Background: an optimization exercise with open tools, aiming at a short achievable clock period. Do not read the settings as production practice. Function not checked in this run: the RTL went through the layout flow alone. Power figures rest on the tool's default switching activity, not on a simulated workload.

### design/flow/design.v
`timescale 1ns/1ns
package core_pkg;
  typedef logic [32-1:0] word_t;
  typedef logic [4:0]            reg_addr_t;
  typedef logic [4:0]            rob_slot_t;
  typedef enum logic [3:0] {
    alu_add      = 4'd0,
    alu_sub      = 4'd1,
    alu_and      = 4'd2,
    alu_or       = 4'd3,
    alu_xor      = 4'd4,
    alu_slt      = 4'd5,
    alu_sltu     = 4'd6,
    alu_sll      = 4'd7,
    alu_srl      = 4'd8,
    alu_sra      = 4'd9,
    alu_pass_op1 = 4'd10
  } alu_fn_e;
  typedef enum logic {
    op0_rs1  = 1'b0,
    op0_zero = 1'b1
  } op0_sel_e;
  typedef enum logic [2:0] {
    op1_rs2   = 3'd0,
    op1_shamt = 3'd1,
    op1_imm_u = 3'd2,
    op1_imm_i = 3'd4,
    op1_imm_s = 3'd5,
    op1_zero  = 3'd6
  } op1_sel_e;
  typedef struct packed {
    logic [6:0] funct7;
    logic [4:0] rs2;
    logic [4:0] rs1;
    logic [2:0] funct3;
    logic [4:0] rd;
    logic [6:0] opcode;
  } inst_r_t;
  typedef struct packed {
    logic [11:0] imm;
    logic [4:0]  rs1;
    logic [2:0]  funct3;
    logic [4:0]  rd;
    logic [6:0]  opcode;
  } inst_i_t;
  typedef struct packed {
    logic [6:0] imm_hi;
    logic [4:0] rs2;
    logic [4:0] rs1;
    logic [2:0] funct3;
    logic [4:0] imm_lo;
    logic [6:0] opcode;
  } inst_s_t;
  typedef struct packed {
    logic [19:0] imm;
    logic [4:0]  rd;
    logic [6:0]  opcode;
  } inst_u_t;
  typedef union packed {
    inst_r_t r;
    inst_i_t i;
    inst_s_t s;
    inst_u_t u;
  } inst_u;
endpackage
`timescale 1ns/1ns
module inst_field_decode (
  input  core_pkg::inst_u     inst_i,
  output core_pkg::reg_addr_t rs1_o,
  output core_pkg::reg_addr_t rs2_o,
  output core_pkg::word_t     shamt_o,
  output core_pkg::word_t     imm_i_o,
  output core_pkg::word_t     imm_s_o,
  output core_pkg::word_t     imm_u_o
);
  assign rs1_o = inst_i.r.rs1;
  assign rs2_o = inst_i.r.rs2;
  assign shamt_o = {{27{1'b0}}, inst_i.r.rs2};
  assign imm_i_o = {{20{inst_i.i.imm[11]}}, inst_i.i.imm};
  assign imm_s_o = {{20{inst_i.s.imm_hi[6]}}, inst_i.s.imm_hi, inst_i.s.imm_lo};
  assign imm_u_o = {inst_i.u.imm, 12'b0};
endmodule
`timescale 1ns/1ns
module ks_adder #(
  parameter bit CIN = 1'b0
) (
  input  logic [31:0] a_i,
  input  logic [31:0] b_i,
  output logic [31:0] sum_o,
  output logic        cout_o
);
  logic [31:0] g [6];
  logic [31:0] p [6];
  logic [31:0] c;
  assign g[0] = {a_i[31:1] & b_i[31:1], CIN ? (a_i[0] | b_i[0]) : (a_i[0] & b_i[0])};
  assign p[0] = a_i ^ b_i;
  for (genvar k = 1; k < 6; k++) begin : g_lvl
    for (genvar i = 0; i < 32; i++) begin : g_bit
      if (i >= (1 << (k - 1))) begin : g_op
        assign g[k][i] = g[k-1][i] | (p[k-1][i] & g[k-1][i - (1 << (k - 1))]);
        assign p[k][i] = p[k-1][i] & p[k-1][i - (1 << (k - 1))];
      end else begin : g_pass
        assign g[k][i] = g[k-1][i];
        assign p[k][i] = p[k-1][i];
      end
    end
  end
  assign c      = {g[5][30:0], CIN};
  assign sum_o  = p[0] ^ c;
  assign cout_o = g[5][31];
endmodule
module core_alu (
  input  core_pkg::word_t   add_a_i,    
  input  core_pkg::word_t   add_b_i,    
  input  core_pkg::word_t   sub_a_i,    
  input  core_pkg::word_t   sub_nb_i,   
  input  core_pkg::word_t   sl_a_i,     
  input  logic [4:0]        sl_amt_i,   
  input  core_pkg::word_t   sr_a_i,     
  input  logic [4:0]        sr_amt_i,   
  input  logic [10:0]       sel_i,      
  output core_pkg::word_t   result_o
);
  logic [31:0] r_add, r_sub, r_and, r_or, r_xor, r_sll, r_sr;
  logic        add_co, sub_co, lts, ltu, fill;
  ks_adder #(.CIN(1'b0)) u_add (
    .a_i    (add_a_i),
    .b_i    (add_b_i),
    .sum_o  (r_add),
    .cout_o (add_co)
  );
  ks_adder #(.CIN(1'b1)) u_sub (
    .a_i    (sub_a_i),
    .b_i    (sub_nb_i),
    .sum_o  (r_sub),
    .cout_o (sub_co)
  );
  assign ltu = ~sub_co;
  assign lts = (sub_a_i[31] ^ ~sub_nb_i[31]) ? sub_a_i[31] : r_sub[31];
  assign r_and = add_a_i & add_b_i;
  assign r_or  = add_a_i | add_b_i;
  assign r_xor = add_a_i ^ add_b_i;
  assign fill  = sel_i[9] & sr_a_i[31];
  assign r_sll = sl_a_i << sl_amt_i;
  assign r_sr  = 32'({{32{fill}}, sr_a_i} >> sr_amt_i);
  assign result_o = ({32{sel_i[0]}}  & r_add)
                  | ({32{sel_i[1]}}  & r_sub)
                  | ({32{sel_i[2]}}  & r_and)
                  | ({32{sel_i[3]}}  & r_or)
                  | ({32{sel_i[4]}}  & r_xor)
                  | {31'b0, sel_i[5] & lts}
                  | {31'b0, sel_i[6] & ltu}
                  | ({32{sel_i[7]}}  & r_sll)
                  | ({32{sel_i[8] | sel_i[9]}} & r_sr)
                  | ({32{sel_i[10]}} & add_b_i);
endmodule
`timescale 1ns/1ns
module issue_lane (
  input                         clk,
  input                         reset,
  input                         issue_i,
  input  core_pkg::inst_u       inst_i,
  input  core_pkg::op0_sel_e    op0_sel_i,
  input  core_pkg::op1_sel_e    op1_sel_i,
  input  core_pkg::alu_fn_e     alu_fn_i,
  input  core_pkg::rob_slot_t   rob_slot_i,
  output core_pkg::reg_addr_t   rs1_o,
  output core_pkg::reg_addr_t   rs2_o,
  output logic                  ren0_o,     
  output logic                  ren1_o,     
  input  core_pkg::word_t       rdata0_i,   
  input  core_pkg::word_t       rdata1_i,   
  output logic                  x_valid_o,
  output core_pkg::word_t       op0_o,      
  output core_pkg::word_t       op1_o,
  output logic                  wb_valid_o,
  output core_pkg::word_t       wb_result_o,
  output core_pkg::word_t       wb_rob_o,   
  output core_pkg::rob_slot_t   wb_slot_o
);
  core_pkg::word_t     shamt;
  core_pkg::word_t     imm_i;
  core_pkg::word_t     imm_s;
  core_pkg::word_t     imm_u;
  core_pkg::word_t     imm_mux;
  logic                use_rs1;
  logic                use_rs2;
  logic [10:0]         fn_sel;
  logic [10:0]         x_sel;
  core_pkg::rob_slot_t x_slot;
  core_pkg::word_t     x_add_a, x_add_b, x_sub_a, x_sub_nb, x_sl_a, x_sr_a;
  logic [4:0]          x_sl_amt, x_sr_amt;
  core_pkg::word_t     alu_out;
  inst_field_decode u_decode (
    .inst_i  (inst_i),
    .rs1_o   (rs1_o),
    .rs2_o   (rs2_o),
    .shamt_o (shamt),
    .imm_i_o (imm_i),
    .imm_s_o (imm_s),
    .imm_u_o (imm_u)
  );
  always_comb begin
    case (op1_sel_i)
      core_pkg::op1_shamt: imm_mux = shamt;
      core_pkg::op1_imm_u: imm_mux = imm_u;
      core_pkg::op1_imm_i: imm_mux = imm_i;
      core_pkg::op1_imm_s: imm_mux = imm_s;
      default:             imm_mux = '0;
    endcase
  end
  assign use_rs1 = (op0_sel_i == core_pkg::op0_rs1);
  assign use_rs2 = (op1_sel_i == core_pkg::op1_rs2);
  assign ren0_o = use_rs1;
  assign ren1_o = use_rs2;
  assign op0_o = rdata0_i;
  assign op1_o = rdata1_i | imm_mux;
  always_comb begin
    fn_sel = '0;
    for (int f = 0; f < 11; f++) begin
      fn_sel[f] = (alu_fn_i == 4'(f));
    end
  end
  always_ff @(posedge clk) begin
    if (reset) begin
      x_valid_o <= 1'b0;
    end else begin
      x_valid_o <= issue_i;
    end
    x_add_a  <= op0_o;
    x_add_b  <= op1_o;
    x_sub_a  <= op0_o & {32{~reset}};
    x_sub_nb <= ~op1_o;
    x_sl_a   <= op0_o & {32{issue_i}};
    x_sl_amt <= op1_o[4:0] & {5{issue_i}};
    x_sr_a   <= op0_o & {32{issue_i & ~reset}};
    x_sr_amt <= op1_o[4:0] & {5{issue_i & ~reset}};
    x_sel    <= fn_sel;
    x_slot   <= rob_slot_i;
  end
  core_alu u_alu (
    .add_a_i  (x_add_a),
    .add_b_i  (x_add_b),
    .sub_a_i  (x_sub_a),
    .sub_nb_i (x_sub_nb),
    .sl_a_i   (x_sl_a),
    .sl_amt_i (x_sl_amt),
    .sr_a_i   (x_sr_a),
    .sr_amt_i (x_sr_amt),
    .sel_i    (x_sel),
    .result_o (alu_out)
  );
  always_ff @(posedge clk) begin
    if (reset) begin
      wb_valid_o <= 1'b0;
    end else begin
      wb_valid_o <= x_valid_o;
    end
    wb_result_o <= alu_out;
    wb_rob_o    <= alu_out & {32{x_valid_o}};
    wb_slot_o   <= x_slot;
  end
endmodule
`timescale 1ns/1ns
module lg_tree #(
  parameter int N = 2
) (
  input  logic [N-1:0] lt_i,
  input  logic [N-1:0] gt_i,
  output logic         lt_o,
  output logic         gt_o
);
  if (N == 1) begin : g_leaf
    assign lt_o = lt_i[0];
    assign gt_o = gt_i[0];
  end else begin : g_node
    logic lt_hi, gt_hi, lt_lo, gt_lo;
    lg_tree #(.N(N / 2)) u_hi (
      .lt_i (lt_i[N-1:N/2]),
      .gt_i (gt_i[N-1:N/2]),
      .lt_o (lt_hi),
      .gt_o (gt_hi)
    );
    lg_tree #(.N(N / 2)) u_lo (
      .lt_i (lt_i[N/2-1:0]),
      .gt_i (gt_i[N/2-1:0]),
      .lt_o (lt_lo),
      .gt_o (gt_lo)
    );
    assign lt_o = lt_hi | (~gt_hi & lt_lo);
    assign gt_o = gt_hi | (~lt_hi & gt_lo);
  end
endmodule
module branch_cond_unit #(
  parameter int GROUP = 16
) (
  input                   clk,
  input  core_pkg::word_t op0_i,
  input  core_pkg::word_t op1_i,
  output logic            eq_o,
  output logic            ne_o,
  output logic            lt_o,
  output logic            ltu_o,
  output logic            ge_o,
  output logic            geu_o
);
  localparam int NG = 32 / GROUP;
  logic [31:0]   bit_lt, bit_gt;
  logic [NG-1:0] grp_lt_u, grp_gt_u, grp_lt_s, grp_gt_s;
  assign bit_lt = ~op0_i & op1_i;
  assign bit_gt = op0_i & ~op1_i;
  for (genvar j = 0; j < NG - 1; j++) begin : g_grp
    lg_tree #(.N(GROUP)) u_grp (
      .lt_i (bit_lt[j*GROUP +: GROUP]),
      .gt_i (bit_gt[j*GROUP +: GROUP]),
      .lt_o (grp_lt_u[j]),
      .gt_o (grp_gt_u[j])
    );
    assign grp_lt_s[j] = grp_lt_u[j];
    assign grp_gt_s[j] = grp_gt_u[j];
  end
  lg_tree #(.N(GROUP)) u_top_u (
    .lt_i (bit_lt[31 -: GROUP]),
    .gt_i (bit_gt[31 -: GROUP]),
    .lt_o (grp_lt_u[NG-1]),
    .gt_o (grp_gt_u[NG-1])
  );
  if (GROUP > 1) begin : g_top_s
    lg_tree #(.N(GROUP)) u_top_s (
      .lt_i ({bit_gt[31], bit_lt[30 -: GROUP - 1]}),
      .gt_i ({bit_lt[31], bit_gt[30 -: GROUP - 1]}),
      .lt_o (grp_lt_s[NG-1]),
      .gt_o (grp_gt_s[NG-1])
    );
  end else begin : g_top_s1
    assign grp_lt_s[NG-1] = bit_gt[31];
    assign grp_gt_s[NG-1] = bit_lt[31];
  end
  if (NG == 1) begin : g_full
    always_ff @(posedge clk) begin
      ltu_o <= grp_lt_u[0];
      geu_o <= ~grp_lt_u[0];
      lt_o  <= grp_lt_s[0];
      ge_o  <= ~grp_lt_s[0];
      eq_o  <= ~grp_lt_u[0] & ~grp_gt_u[0];
      ne_o  <= grp_lt_u[0] | grp_gt_u[0];
    end
  end else begin : g_split
    logic [NG-1:0] x_lt, x_gt;
    logic          x_lt_s, x_gt_s;
    logic          all_lt_u, all_lt_s, all_gt_u, all_gt_s;
    always_ff @(posedge clk) begin
      x_lt   <= grp_lt_u;
      x_gt   <= grp_gt_u;
      x_lt_s <= grp_lt_s[NG-1];
      x_gt_s <= grp_gt_s[NG-1];
    end
    lg_tree #(.N(NG)) u_fold_u (
      .lt_i (x_lt),
      .gt_i (x_gt),
      .lt_o (all_lt_u),
      .gt_o (all_gt_u)
    );
    lg_tree #(.N(NG)) u_fold_s (
      .lt_i ({x_lt_s, x_lt[NG-2:0]}),
      .gt_i ({x_gt_s, x_gt[NG-2:0]}),
      .lt_o (all_lt_s),
      .gt_o (all_gt_s)
    );
    assign ltu_o = all_lt_u;
    assign geu_o = ~all_lt_u;
    assign lt_o  = all_lt_s;
    assign ge_o  = ~all_lt_s;
    assign eq_o  = ~(|x_lt | |x_gt);
    assign ne_o  = |x_lt | |x_gt;
  end
endmodule
`timescale 1ns/1ns
module core_regfile (
  input                       clk,
  input                       reset,
  input  core_pkg::reg_addr_t raddr0_i,
  input  core_pkg::reg_addr_t raddr1_i,
  input  core_pkg::reg_addr_t raddr2_i,
  input  core_pkg::reg_addr_t raddr3_i,
  input                       ren0_i,
  input                       ren1_i,
  input                       ren2_i,
  input                       ren3_i,
  output core_pkg::word_t     rdata0_o,
  output core_pkg::word_t     rdata1_o,
  output core_pkg::word_t     rdata2_o,
  output core_pkg::word_t     rdata3_o,
  input                       wen0_i,
  input                       wen1_i,
  input  core_pkg::reg_addr_t waddr0_i,
  input  core_pkg::reg_addr_t waddr1_i,
  input  core_pkg::word_t     wdata0_i,
  input  core_pkg::word_t     wdata1_i
);
  localparam int N = 32;
  logic [N-1:1]        pm0, pm1;       
  logic [N-1:1]        pm_any;         
  logic                pv0, pv1;       
  core_pkg::reg_addr_t pa0, pa1;       
  core_pkg::word_t     pd0, pd1;       
  logic                same;
  assign same = wen1_i && (waddr1_i == waddr0_i);
  always_ff @(posedge clk) begin
    pv0 <= !reset && wen0_i && (waddr0_i != '0) && !same;
    pv1 <= !reset && wen1_i && (waddr1_i != '0);
    pa0 <= waddr0_i;
    pa1 <= waddr1_i;
    pd0 <= wdata0_i;
    pd1 <= wdata1_i;
    for (int r = 1; r < N; r++) begin
      pm0[r]    <= !reset && wen0_i && (waddr0_i == r) && !same;
      pm1[r]    <= !reset && wen1_i && (waddr1_i == r);
      pm_any[r] <= !reset && ((wen0_i && (waddr0_i == r)) || (wen1_i && (waddr1_i == r)));
    end
  end
  logic [N-1:0][31:0] rv;
  assign rv[0] = '0;
  for (genvar r = 1; r < N; r++) begin : g_reg
    logic [31:0] q;
    logic        s1, s0, sh;
    assign s1 = !reset && pm1[r];
    assign s0 = !reset && pm0[r];
    assign sh = !reset && !pm_any[r];
    always_ff @(posedge clk) begin
      q <= ({32{s1}} & pd1) | ({32{s0}} & pd0) | ({32{sh}} & q);
    end
    assign rv[r] = q;
  end
  rf_read_port #(.N(N)) u_rd0 (
    .v_i (rv), .hide_i (pm_any), .a_i (raddr0_i), .en_i (ren0_i),
    .v0_i (pv0), .a0_i (pa0), .d0_i (pd0), .v1_i (pv1), .a1_i (pa1), .d1_i (pd1),
    .d_o (rdata0_o)
  );
  rf_read_port #(.N(N)) u_rd1 (
    .v_i (rv), .hide_i (pm_any), .a_i (raddr1_i), .en_i (ren1_i),
    .v0_i (pv0), .a0_i (pa0), .d0_i (pd0), .v1_i (pv1), .a1_i (pa1), .d1_i (pd1),
    .d_o (rdata1_o)
  );
  rf_read_port #(.N(N)) u_rd2 (
    .v_i (rv), .hide_i (pm_any), .a_i (raddr2_i), .en_i (ren2_i),
    .v0_i (pv0), .a0_i (pa0), .d0_i (pd0), .v1_i (pv1), .a1_i (pa1), .d1_i (pd1),
    .d_o (rdata2_o)
  );
  rf_read_port #(.N(N)) u_rd3 (
    .v_i (rv), .hide_i (pm_any), .a_i (raddr3_i), .en_i (ren3_i),
    .v0_i (pv0), .a0_i (pa0), .d0_i (pd0), .v1_i (pv1), .a1_i (pa1), .d1_i (pd1),
    .d_o (rdata3_o)
  );
endmodule
module rf_read_port #(
  parameter int N = 32
) (
  input  logic [N-1:0][31:0] v_i,
  input  logic [N-1:1]       hide_i,
  input  logic [4:0]         a_i,
  input  logic               en_i,
  input  logic               v0_i,
  input  logic [4:0]         a0_i,
  input  logic [31:0]        d0_i,
  input  logic               v1_i,
  input  logic [4:0]         a1_i,
  input  logic [31:0]        d1_i,
  output logic [31:0]        d_o
);
  always_comb begin
    d_o = ({32{en_i && v0_i && (a_i == a0_i)}} & d0_i)
        | ({32{en_i && v1_i && (a_i == a1_i)}} & d1_i);
    for (int r = 1; r < N; r++) begin
      d_o = d_o | ({32{en_i && (a_i == r) && !hide_i[r]}} & v_i[r]);
    end
  end
endmodule
`timescale 1ns/1ns
module rob_data_buffer (
  input                       clk,
  input                       fill0_en_i,
  input                       fill1_en_i,
  input  core_pkg::rob_slot_t fill0_slot_i,
  input  core_pkg::rob_slot_t fill1_slot_i,
  input  core_pkg::word_t     fill0_data_i,
  input  core_pkg::word_t     fill1_data_i,
  input  core_pkg::rob_slot_t read0_slot_i,
  input  core_pkg::rob_slot_t read1_slot_i,
  output core_pkg::word_t     read0_data_o,
  output core_pkg::word_t     read1_data_o
);
  localparam int N = 32;
  logic [N-1:0][31:0] mem;
  logic [N-1:0]       dec0, dec1;
  for (genvar e = 0; e < N; e++) begin : g_ent
    logic [31:0] q;
    logic        s1, s0, sh;
    assign s1 = fill1_en_i && (fill1_slot_i == e);
    assign s0 = fill0_en_i && (fill0_slot_i == e) && !s1;
    assign sh = !s1 && !(fill0_en_i && (fill0_slot_i == e));
    always_ff @(posedge clk) begin
      q <= ({32{s1}} & fill1_data_i) | ({32{s0}} & fill0_data_i) | ({32{sh}} & q);
    end
    assign mem[e]  = q;
    assign dec0[e] = (read0_slot_i == e);
    assign dec1[e] = (read1_slot_i == e);
  end
  always_comb begin
    read0_data_o = '0;
    read1_data_o = '0;
    for (int e = 0; e < N; e++) begin
      read0_data_o = read0_data_o | ({32{dec0[e]}} & mem[e]);
      read1_data_o = read1_data_o | ({32{dec1[e]}} & mem[e]);
    end
  end
endmodule
`timescale 1ns/1ns
module dual_issue_dpath (
  input                       clk,
  input                       reset,
  input                       issue_i,
  input  core_pkg::inst_u     inst_a_i,
  input  core_pkg::inst_u     inst_b_i,
  input  core_pkg::op0_sel_e  op0_sel_a_i,
  input  core_pkg::op0_sel_e  op0_sel_b_i,
  input  core_pkg::op1_sel_e  op1_sel_a_i,
  input  core_pkg::op1_sel_e  op1_sel_b_i,
  input  core_pkg::alu_fn_e   alu_fn_a_i,
  input  core_pkg::alu_fn_e   alu_fn_b_i,
  input  core_pkg::rob_slot_t rob_slot_a_i,
  input  core_pkg::rob_slot_t rob_slot_b_i,
  input                       commit1_en_i,
  input  core_pkg::rob_slot_t commit1_slot_i,
  input  core_pkg::reg_addr_t commit1_waddr_i,
  input                       commit2_en_i,
  input  core_pkg::rob_slot_t commit2_slot_i,
  input  core_pkg::reg_addr_t commit2_waddr_i,
  output logic                branch_valid_o,
  output logic                br_eq_o,
  output logic                br_ne_o,
  output logic                br_lt_o,
  output logic                br_ltu_o,
  output logic                br_ge_o,
  output logic                br_geu_o,
  output logic                wb_valid_o,
  output core_pkg::word_t     result_a_o,
  output core_pkg::word_t     result_b_o
);
  core_pkg::reg_addr_t rs1_a;
  core_pkg::reg_addr_t rs2_a;
  core_pkg::reg_addr_t rs1_b;
  core_pkg::reg_addr_t rs2_b;
  logic                ren0_a, ren1_a, ren0_b, ren1_b;
  core_pkg::word_t     rdata0_a;
  core_pkg::word_t     rdata1_a;
  core_pkg::word_t     rdata0_b;
  core_pkg::word_t     rdata1_b;
  core_pkg::word_t     op0_a;
  core_pkg::word_t     op1_a;
  core_pkg::word_t     rob_a;
  core_pkg::word_t     rob_b;
  logic      wb_valid_b;
  core_pkg::rob_slot_t wb_slot_a;
  core_pkg::rob_slot_t wb_slot_b;
  core_pkg::word_t     commit1_data;
  core_pkg::word_t     commit2_data;
  issue_lane lane_a (
    .clk         (clk),
    .reset       (reset),
    .issue_i     (issue_i),
    .inst_i      (inst_a_i),
    .op0_sel_i   (op0_sel_a_i),
    .op1_sel_i   (op1_sel_a_i),
    .alu_fn_i    (alu_fn_a_i),
    .rob_slot_i  (rob_slot_a_i),
    .rs1_o       (rs1_a),
    .rs2_o       (rs2_a),
    .ren0_o      (ren0_a),
    .ren1_o      (ren1_a),
    .rdata0_i    (rdata0_a),
    .rdata1_i    (rdata1_a),
    .x_valid_o   (branch_valid_o),
    .op0_o       (op0_a),
    .op1_o       (op1_a),
    .wb_valid_o  (wb_valid_o),
    .wb_result_o (result_a_o),
    .wb_rob_o    (rob_a),
    .wb_slot_o   (wb_slot_a)
  );
  issue_lane lane_b (
    .clk         (clk),
    .reset       (reset),
    .issue_i     (issue_i),
    .inst_i      (inst_b_i),
    .op0_sel_i   (op0_sel_b_i),
    .op1_sel_i   (op1_sel_b_i),
    .alu_fn_i    (alu_fn_b_i),
    .rob_slot_i  (rob_slot_b_i),
    .rs1_o       (rs1_b),
    .rs2_o       (rs2_b),
    .ren0_o      (ren0_b),
    .ren1_o      (ren1_b),
    .rdata0_i    (rdata0_b),
    .rdata1_i    (rdata1_b),
    .x_valid_o   (),
    .op0_o       (),
    .op1_o       (),
    .wb_valid_o  (wb_valid_b),
    .wb_result_o (result_b_o),
    .wb_rob_o    (rob_b),
    .wb_slot_o   (wb_slot_b)
  );
  branch_cond_unit #(.GROUP(8)) u_branch (
    .clk   (clk),
    .op0_i (op0_a),
    .op1_i (op1_a),
    .eq_o  (br_eq_o),
    .ne_o  (br_ne_o),
    .lt_o  (br_lt_o),
    .ltu_o (br_ltu_o),
    .ge_o  (br_ge_o),
    .geu_o (br_geu_o)
  );
  core_regfile u_regfile (
    .clk      (clk),
    .reset    (reset),
    .raddr0_i (rs1_a),
    .raddr1_i (rs2_a),
    .raddr2_i (rs1_b),
    .raddr3_i (rs2_b),
    .ren0_i   (ren0_a),
    .ren1_i   (ren1_a),
    .ren2_i   (ren0_b),
    .ren3_i   (ren1_b),
    .rdata0_o (rdata0_a),
    .rdata1_o (rdata1_a),
    .rdata2_o (rdata0_b),
    .rdata3_o (rdata1_b),
    .wen0_i   (commit1_en_i),
    .wen1_i   (commit2_en_i),
    .waddr0_i (commit1_waddr_i),
    .waddr1_i (commit2_waddr_i),
    .wdata0_i (commit1_data),
    .wdata1_i (commit2_data)
  );
  rob_data_buffer u_rob (
    .clk          (clk),
    .fill0_en_i   (wb_valid_o),
    .fill1_en_i   (wb_valid_b),
    .fill0_slot_i (wb_slot_a),
    .fill1_slot_i (wb_slot_b),
    .fill0_data_i (rob_a),
    .fill1_data_i (rob_b),
    .read0_slot_i (commit1_slot_i),
    .read1_slot_i (commit2_slot_i),
    .read0_data_o (commit1_data),
    .read1_data_o (commit2_data)
  );
endmodule
### design/flow/flow/run.sh
#!/bin/bash
set -euo pipefail
bash standard.sh SETUP_SLACK_MARGIN=5.6 finish > standard_flow.log 2>&1
### design/flow/standard.sh
#!/bin/bash
# synth_recipe.tcl (not shown) runs the flow's synth.tcl, then flattens the netlist and writes it again
# the make line also repeats each setting of config.mk as NAME=value (left out here)
make -C /OpenROAD-flow-scripts/flow DESIGN_CONFIG=/design/flow/config.mk WORK_HOME=/design/flow/orfs CLKGATE_MAP_FILE= SYNTH_SCRIPT=/design/flow/synth_recipe.tcl "${@:-finish}"
### design/flow/config.mk
export PLATFORM = sky130hd
export DESIGN_NAME = dual_issue_dpath
export DESIGN_NICKNAME = dual_issue_dpath
export VERILOG_FILES = /design/flow/design.v
export SDC_FILE = /design/flow/constraint.sdc
export NUM_CORES = 4
export LEC_CHECK = 0
export CAP_MARGIN = 20
export CORE_MARGIN = 2
export CORE_UTILIZATION = 30
export SLEW_MARGIN = 20
export SYNTH_HIERARCHICAL = 1
### design/flow/constraint.sdc
create_clock -name core_clock -period 9.0 [get_ports {clk}]
set_input_delay 1.8000 -clock core_clock [delete_from_list [all_inputs] [get_ports {clk}]]
set_output_delay 1.8000 -clock core_clock [all_outputs]
set_load 0.01 [all_outputs]
==> summary.md <==
The run stopped with a tool error. The last stage the flow got to was global routing (5_1_grt). The tool reported: "[ERROR GRT-0232] Routing congestion too high. Check the congestion heatmap in the GUI". The die outline width is 766 um. The total congestion overflow after global routing is 2, and the height of the die is 766 um. Detailed placement finished with a half-perimeter wire length of 1130 mm.

The floorplan has 279 rows. Number of buffers inserted during clock tree synthesis: 344. Summing all placed instances gives a cell area of 0.187 mm2. For the maximum level of the CTS H-tree, the log shows 5. The count of buffers added on input and output ports is 172. The number of sinks handled by clock tree synthesis was 2773. For this design, the CTS-stage hold fixing added 0 buffers.

Global routing used 63.3% of the available tracks across all layers. After synthesis the cells add up to 0.174 mm2. Cell at the root of the clock tree: clkbuf_16. Yosys printed 17 warnings. For this design the top-level I/O count stands at 187.

The clock passes through at most 4 buffers. At the end of routability-driven placement, the weighted congestion stood at 1.36. The effective utilization at floorplan was 30.1%; the average cell area after synthesis was 8.17 um2. The number of standard cells after synthesis is 21318. The maximum number of pins on one net before global-route repair came out at 67.
==> how the worst max path moves through the flow <==
stage	startpoint	endpoint	slack (ns)
2_1_floorplan	op1_sel_a_i[0]	u_branch.g_split.x_gt[0]	4.30
3_3_place_gp	inst_a_i[18]	u_branch.g_split.x_lt[1]	1.73
3_5_place_dp	inst_a_i[22]	u_branch.g_split.x_lt_s	1.95
4_1_cts	op1_sel_a_i[2]	u_branch.g_split.x_gt[1]	4.56
==> power groups by stage <==
| stage | combinational [mW] | clock [mW] | sequential [mW] |
|---|---|---|---|
| 3_5_place_dp | 4.76 | 0 | 13.8 |
| 2_1_floorplan | 2.26 | 0 | 13.4 |
| 4_1_cts | 5.76 | 14.9 | 13.5 |
| 3_3_place_gp | 4.74 | 0 | 13.7 |
==> per-stage QoR <==
stage | std cells | power (mW) | setup WS, ns
after detailed placement | 27997 | 18.5 | 1.95
after global placement | 27979 | 18.5 | 1.73
after CTS | 30001 | 34.2 | 4.56
after floorplan | 21394 | 15.7 | 4.30
==> layer usage <==
layer | GRT usage [%] | overflow
met5 | 45.8 | 0
met4 | 58.9 | 1
met3 | 57.7 | 0
met2 | 70.7 | 1
met1 | 64.0 | 0
==> repair_timing <==
item | CTS
setup buffers | 1285
pin swaps | 680
endpoints found under the setup margin | 743
gates resized for setup | 3204
gates cloned | 105
hold endpoints to repair | 0
